This is an optimization exercise on Yosys and OpenROAD, whose aim is small area, a short achievable clock period and few clock cycles, not a production implementation. The RTL was checked by simulation tests, not by an equivalence proof against the original design. Power and IR drop assume default switching activity.

// infix_expression_evaluator_unit
module infix_expression_evaluator_unit (
   input  logic                        clock,
   input  logic                        reset,
   input  logic                        req_tvalid,
   output logic                        req_tready,
   input  logic [7:0]                  req_tdata,
   input  logic                        req_tlast,
   output logic                        rsp_tvalid,
   input  logic                        rsp_tready,
   output logic signed [31:0]          rsp_tdata,
   output logic [1:0]                  rsp_tuser
);
   logic        iv_q;
   logic        ic_dig_q, ic_as_q, ic_md_q, ic_nl_q, ic_inv_q, ia_q, il_q;
   logic [3:0]  id_q;
   logic        ip1_1_q, ip1_2_q, ip1_4_q, ip1_8_q, ip2_1_q, ip2_2_q, ineg_q;
   logic        ih1_1_q, ih1_2_q, ih1_4_q, ih1_8_q, ih2_1_q, ih2_2_q, ihneg_q;
   logic [1:0]  state_q, state_d;
   logic [31:0] sum_q, sum_d;
   logic [31:0] term_q, term_d;
   logic        ts_q, ts_d;
   logic [31:0] acc_q, acc_d;
   logic [31:0] rem_q, rem_d;
   logic [1:0]  op_q, op_d;
   logic        sign_q, sign_d;
   logic [1:0]  st_q, st_d;
   logic        fresh_q, fresh_d;
   logic        rv_q, rv_d;
   logic [1:0]  rst_q, rst_d;
   logic [1:0]  pk_q, pk_d;
   logic        pa_q, pa_d;
   logic        pl_q, pl_d;
  ...
Settings: LEC_CHECK=0, ABC_AREA=1, CAP_MARGIN=20, CORE_MARGIN=2, CORE_UTILIZATION=40, GPL_TIMING_DRIVEN=0, SETUP_SLACK_MARGIN=4.5, SLEW_MARGIN=20; clock period 9.0 ns.
run.sh (not shown) runs the stock make flow with config.mk's settings and CLKGATE_MAP_FILE= SYNTH_SCRIPT=/design/flow/synth_recipe.tcl, a recipe that flattens the netlist after the stock synthesis.
The first run ran to the end with no violations.
Testbench counts at the start, summed over its fixed seeds: cycles 38,127.
Change:
Settings changed: CORE_UTILIZATION 40 to 50, GPL_TIMING_DRIVEN 0 to not set, SETUP_SLACK_MARGIN 4.5 to 5.
The new run ran to the end with no violations.
Via count drops by 1.4%.
Cell area increases by about 3.7%.
Flip-flop and latch count is unchanged.
Global-route usage went up by 1.9 points.
Final cell count shrinks by 3.1%.
Hold slack is about the same.
Sequential power is about the same.
First-iteration DRC count goes down by 18%.
Power came out higher by about 2%.
Routed wire length decreases by 13%.
Change:
Settings changed: CORE_UTILIZATION 50 to 40, SETUP_SLACK_MARGIN 5 to 4.75.
Result: The changed run ran to the end with no violations; routed wire length drops by 1.0%; design area drops by 0.85%; fmax falls by 0.40%; total power fell by 0.83%; first-iteration DRC count fell by 3.5%.

========
## wip/yarrow
Starting RTL as in the previous note.
==> flow/design.v (excerpt) <==
module infix_expression_evaluator_unit (
   input  logic                        clock,
   input  logic                        reset,
   input  logic                        req_tvalid,
   output logic                        req_tready,
   input  logic [7:0]                  req_tdata,
   input  logic                        req_tlast,
   output logic                        rsp_tvalid,
   input  logic                        rsp_tready,
   output logic signed [31:0]          rsp_tdata,
   output logic [1:0]                  rsp_tuser
);
Settings: LEC_CHECK=0, ABC_AREA=1, CAP_MARGIN=20, CORE_MARGIN=2, CORE_UTILIZATION=40, SETUP_SLACK_MARGIN=4, SLEW_MARGIN=20; clock period 9.0 ns.
Testbench counts of wip/yarrow, summed over its fixed seeds: cycles 38,127.
Modified inputs, wip/willow compared to wip/yarrow
- GPL_ROUTABILITY_DRIVEN now 0, previously not set
- SETUP_SLACK_MARGIN now 5, was 4
Results
Maximum clock skew at final layout across wip/yarrow and wip/willow: no real change. Higher clock latency reported for the late side of the worst-skew pair goes to wip/yarrow over wip/willow. Changes observed in wip/willow relative to wip/yarrow: number of inverters outside the clock class in the layout has increased; worst path setup slack after routing has increased; final standard cell area without fillers has increased; area of placed instances has remained practically unchanged. Reported for wip/yarrow and wip/willow, number of placed I/O pins turned out identical to the last digit. Min final critical delay including setup and external delays across wip/yarrow and wip/willow: wip/willow. Max combinational power share across wip/yarrow and wip/willow: wip/willow. Having completed the whole flow, wip/willow delivered a layout that passed the timing, design-rule and antenna checks.
For wip/maple, these inputs were changed with respect to wip/willow:
- changing SETUP_SLACK_MARGIN from 5 to 4.25
- removing GPL_ROUTABILITY_DRIVEN (formerly 0)
Notes after the runs:
Route | wip/maple vs wip/willow | wire shorter in wip/maple
Re utilization: wip/willow and wip/maple aren't equal, and the lower value belongs to wip/maple.
Relative to wip/willow, fraction of power consumed by the clock network increased by 2.0 points in wip/maple.
Row initial antenna violation count: wip/maple lower / wip/willow higher
wip/maple vs wip/willow, startpoint of the worst setup timing path: rem_q[31] vs ip1_1_q
wip/maple against wip/willow; maximum frequency is down by a few percent.
> inputs changed (wip/maple -> wip/zinc)
- a change of SETUP_SLACK_MARGIN from 4.25 to 4.5
- a change of CORE_UTILIZATION from 40 to 35
Power spent charging and discharging nets (higher): wip/zinc
Post-route met1 wirelength for wip/zinc: 0.92% down relative to wip/maple
Compared with wip/maple, half-perimeter wire length of the detailed placement result in wip/zinc increased by a few percent.
What wip/maple reported for floorplan die area has to be multiplied by 1.14 to get the figure for wip/zinc.
Going from wip/maple to wip/zinc, part of the total power dissipated in combinational logic now larger; fmax went up 3.0 MHz.
wip/zinc vs wip/maple, instance count: wip/zinc higher
diff inputs: wip/zinc => wip/pepper
- a change of CORE_UTILIZATION from 35 to 40
- an added TNS_END_PERCENT of 20
==> comparison <==
- Compared with wip/zinc, in wip/pepper design area went down; number of antenna-violating nets in the routed design did not really move; critical path depth went down.
- After synthesis and placement, the instance count of wip/pepper is below that of wip/zinc.
- Re overflow left after global routing: no difference whatsoever between wip/pepper and wip/zinc.
- Looking at overall via count from detail_route across both flows, wip/pepper is the stronger of the two, with wip/zinc trailing.
- The lower clock network fraction of total power came out of wip/zinc.
- Between wip/pepper and wip/zinc, the part of the cycle the worst path needs is higher for wip/zinc.
- Status: clock latency at the later pin of the worst-skew pair parity (wip/zinc, wip/pepper)
- From wip/zinc to wip/pepper the numbers moved as follows: final setup slack of the worst path went up 0.045 ns; layout filler cell count went down by 771.

what the ideal ports hide:
How much do the figures lean on ideal ports? The routed layouts below were timed once more, with nothing changed but the port constraints. Step 1: set_driving_cell puts a clkbuf_16 on clock and a buf_2 on each other input, an assumption about the parent block. Step 2 adds t to the input delays and takes it off the output delays; t is the mean of the earliest and latest rising clock arrival at the registers after step 1. Input paths then give back, and output paths get back, about the clock's delay inside the block. a / b / c = ideal ports / drivers / drivers and shift; a / b = the first two.
run	t, ns	setup WS [ns]	worst hold slack (ns)	clock arrival spread, ns	slew at the worst register clock pin (ns)
the first run of note 1	0.571	4.574 / 4.574 / 4.574	0.461 / 0.461 / 0.461	0.010 / 0.011	0.08 / 0.08
the second run of note 1	0.509	4.878 / 4.878 / 4.587	0.463 / 0.463 / 0.463	0.010 / 0.010	0.08 / 0.08
the third run of note 1	0.526	4.861 / 4.849 / 4.610	0.463 / 0.463 / 0.463	0.012 / 0.012	0.08 / 0.08
wip/yarrow	0.536	4.406 / 4.406 / 4.258	0.455 / 0.455 / 0.455	0.014 / 0.013	0.08 / 0.08
wip/willow	0.514	4.932 / 4.932 / 4.670	0.466 / 0.466 / 0.466	0.013 / 0.013	0.08 / 0.08
wip/maple	0.536	4.653 / 4.653 / 4.247	0.455 / 0.455 / 0.455	0.013 / 0.013	0.08 / 0.08
wip/zinc	0.522	4.709 / 4.709 / 4.673	0.460 / 0.460 / 0.460	0.015 / 0.015	0.08 / 0.08
wip/pepper	0.534	4.754 / 4.700 / 4.269	0.455 / 0.455 / 0.455	0.014 / 0.014	0.08 / 0.08
After both steps every run listed still meets setup and hold. The setup slack of wip/pepper, which loses most, moves by -0.054 ns with the drivers and by -0.485 ns with both steps.
